This design comes from an exercise in tuning for small area, a short achievable clock period and few clock cycles per item on the open sky130 flow, not from production work.
Only simulation tests tie the RTL to the original design; equivalence was not proved.
Power and IR drop assume default switching activity.

## sigmoidLayer
module sigmoidLayer #(
    parameter int NUM_LANES = 10
) (
    input  logic                                 clk,
    input  logic                                 rst,
    input  logic                                 inValid,
    output logic                                 inReady,
    input  sigmoidPkg::preAct_t [NUM_LANES-1:0] inData,
    output logic                                 outValid,
    input  logic                                 outReady,
    output sigmoidPkg::act_t [NUM_LANES-1:0]    outData
);
For scale: roughly 1,700 cells after synthesis, roughly 330 I/O pins.
clock: 4.5 ns
lec_check: 0
cap_margin: 20
core_margin: 2
core_utilization: 40
place_density: 0.6
setup_slack_margin: 1.8
slew_margin: 20
standard.sh (not shown) runs the stock make flow with config.mk's settings and CLKGATE_MAP_FILE= SYNTH_SCRIPT=/design/flow/synth_recipe.tcl, a recipe that flattens the netlist after the stock synthesis.
==> flow/flow/run.sh <==
#!/bin/bash
# Standard synthesis, then the combinational logic re-mapped by ABC for area (registers kept
# as the standard synthesis made them), then the standard layout from floorplan to finish.
set -euo pipefail
W=$(pwd)
R=$W/orfs/results/${FLOW_PLATFORM}/sigmoidLayer/base
L=$W/orfs/logs/${FLOW_PLATFORM}/sigmoidLayer/base
LIB=$FLOW_HOME/platforms/${FLOW_PLATFORM}/lib/sky130_fd_sc_hd__tt_025C_1v80.lib

# 1. The standard synthesis
bash standard.sh $R/1_2_yosys.v > $W/log_1_synth.txt 2>&1
cp $R/1_2_yosys.v $W/std_1_2_yosys.v

# 2. Re-map the combinational cells for area
python3 $W/flow/mkmap.py $LIB $W/comb_cells.v > $W/log_2_mkmap.txt 2>&1
DONTUSE=$(grep -o -- "-dont_use [A-Za-z0-9_]*" $L/1_2_yosys.log | sort -u | tr '\n' ' ')
if [[ -f $W/flow/remap.abc ]]; then
  cp $W/flow/remap.abc $W/remap.abc
else
  printf 'strash\ndch -f\nmap -a\ntopo\nstime -p\n' > $W/remap.abc
fi
# The logic from the registers to the outputs may get its own (faster) mapping first
OUTPASS=""
if [[ -f $W/flow/remap_out.abc ]]; then
  cp $W/flow/remap_out.abc $W/remap_out.abc
  OUTPASS="select -set oc o:outData %ci*:-sky130_fd_sc_hd__edfxtp_1
abc -liberty $LIB $DONTUSE -script $W/remap_out.abc @oc
select -clear"
fi
cat > $W/remap.ys <<EOS
read_liberty -lib $LIB
read_verilog $W/std_1_2_yosys.v
hierarchy -top $FLOW_TOP
techmap -map $W/comb_cells.v
techmap
opt -purge
$OUTPASS
abc -liberty $LIB $DONTUSE -script $W/remap.abc
opt_clean -purge
hilomap -singleton -hicell sky130_fd_sc_hd__conb_1 HI -locell sky130_fd_sc_hd__conb_1 LO
insbuf -buf sky130_fd_sc_hd__buf_4 A X
splitnets
opt_clean -purge
stat -liberty $LIB
write_verilog -noattr -noexpr -nohex -nodec $W/remap_1_2_yosys.v
EOS
yosys -s $W/remap.ys > $W/log_2_remap.txt 2>&1
cp $W/remap_1_2_yosys.v $R/1_2_yosys.v
touch $R/1_2_yosys.v

# 3. The standard layout, with the smallest buffer on the ports
export BUFFER_PORTS_ARGS="-buffer_cell ${PORT_BUFFER:-sky130_fd_sc_hd__buf_1}"
bash standard.sh > $W/log_3_layout.txt 2>&1
==> flow/flow/remap.abc <==
strash
&get -n
&deepsyn -S 1 -T 120
&put
dch -f
map -D 1500
topo
stime -p
==> flow/flow/remap_out.abc <==
strash
dch -f
map -D 500
topo
stime -p
Other scripts of this flow, unchanged in this note and not shown: flow/flow/mkmap.py
The first run completed with no timing, DRC or antenna violations.
Testbench counts at the start, summed over its fixed seeds: cycles 16,008, beats 16,000.
Rerun with:
==> flow/flow/remap.abc (replaced) <==
strash
&get -n
&deepsyn -S 1 -T 300
&put
dch -f
map -D 1200
topo
stime -p
SETUP_SLACK_MARGIN = 1.5   (was 1.8)
After rerunning: Setup slack gets worse by 0.089 ns. Hold slack gets better by 0.012 ns. Die area came out higher by 2.1%. Wire length came out lower by 3.8%.
Rerun with:
--- a/flow/flow/run.sh
+++ b/flow/flow/run.sh
@@ -29,3 +29,7 @@
 fi
-cat > $W/remap.ys <<EOS
+# One remap per seed of the area script (4 at a time); keep the smallest
+SEEDS=${REMAP_SEEDS:-$(cat $W/flow/remap_seeds 2>/dev/null || echo 1)}
+for S in $SEEDS; do
+  sed "s/-S [0-9]*/-S $S/" $W/remap.abc > $W/remap_s$S.abc
+  cat > $W/remap_s$S.ys <<EOS
 read_liberty -lib $LIB
@@ -37,3 +41,3 @@
 $OUTPASS
-abc -liberty $LIB $DONTUSE -script $W/remap.abc
+abc -liberty $LIB $DONTUSE -script $W/remap_s$S.abc
 opt_clean -purge
@@ -43,6 +47,17 @@
 opt_clean -purge
-stat -liberty $LIB
-write_verilog -noattr -noexpr -nohex -nodec $W/remap_1_2_yosys.v
+tee -o $W/remap_s$S.stat stat -liberty $LIB
+write_verilog -noattr -noexpr -nohex -nodec $W/remap_s$S.v
 EOS
-yosys -s $W/remap.ys > $W/log_2_remap.txt 2>&1
+  yosys -s $W/remap_s$S.ys > $W/log_2_remap_s$S.txt 2>&1 &
+  while (( $(jobs -r | wc -l) >= 4 )); do sleep 1; done
+done
+wait
+BEST=""; BESTA=""
+for S in $SEEDS; do
+  A=$(grep -o "Chip area for module .*: [0-9.]*" $W/remap_s$S.stat | awk '{print $NF}')
+  echo "seed $S area $A" >> $W/log_2_remap_pick.txt
+  if [[ -z "$BEST" ]] || python3 -c "import sys; sys.exit(0 if $A < $BESTA else 1)"; then BEST=$S; BESTA=$A; fi
+done
+echo "picked seed $BEST area $BESTA" >> $W/log_2_remap_pick.txt
+cp $W/remap_s$BEST.v $W/remap_1_2_yosys.v
 cp $W/remap_1_2_yosys.v $R/1_2_yosys.v
@@ -50,3 +65,3 @@
 
-# 3. The standard layout, with the smallest buffer on the ports
+if [[ -f $W/flow/skip_tie_fanout ]]; then export SKIP_REPAIR_TIE_FANOUT=1; fi
 export BUFFER_PORTS_ARGS="-buffer_cell ${PORT_BUFFER:-sky130_fd_sc_hd__buf_1}"
==> flow/flow/remap.abc (replaced) <==
strash
&get -n
&deepsyn -S 1 -T 120
&put
dch -f
map -D 1200
topo
stime -p
==> flow/flow/remap_out.abc (replaced) <==
strash
dch -f
map -D 700
topo
stime -p
==> flow/flow/remap_seeds (new file) <==
1 2 3 4
==> flow/flow/skip_tie_fanout (new file) <==
tie cells: one for all constant outputs
CTS_BUF_LIST = sky130_fd_sc_hd__clkbuf_8   (was unset)
SETUP_SLACK_MARGIN = 1.7   (was 1.5)
Effect:
- The changed run produced a clean layout
- synthesized cell count is lower by a little under a tenth
- final area is lower by a few percent
- sequential power hardly moves
- fmax is higher slightly
- power is lower by a little under a tenth
- die area is lower by a few percent
- final cell count is lower by a little under a tenth
- sequential share of layout area is higher by 0.89 points

==> afterwards: timing with drivers on the ports <==
Ports are ideal in the flow. The routed layouts listed here were re-timed in OpenROAD.
Step 1, drivers: a clkbuf_16 drives clk and a buf_2 each remaining input, both assumed.
Step 2 also shifts input and output timing later by t, the mid clock arrival at the registers, as if the neighbouring blocks saw the same clock.
a / b / c = no drivers / after step 1 / after step 2; a / b = the first two.
run	t, ns	setup WS [ns]	hold slack, ns	worst register clock-pin slew, ns
the first run	0.382	1.760 / 1.773 / 1.391	0.548 / 0.548 / 0.548	0.07 / 0.07
the second run	0.397	1.670 / 1.697 / 1.301	0.560 / 0.560 / 0.560	0.07 / 0.07
the third run	0.416	1.720 / 1.677 / 1.418	0.539 / 0.539 / 0.539	0.11 / 0.11
After both steps setup and hold are still met in every run listed.
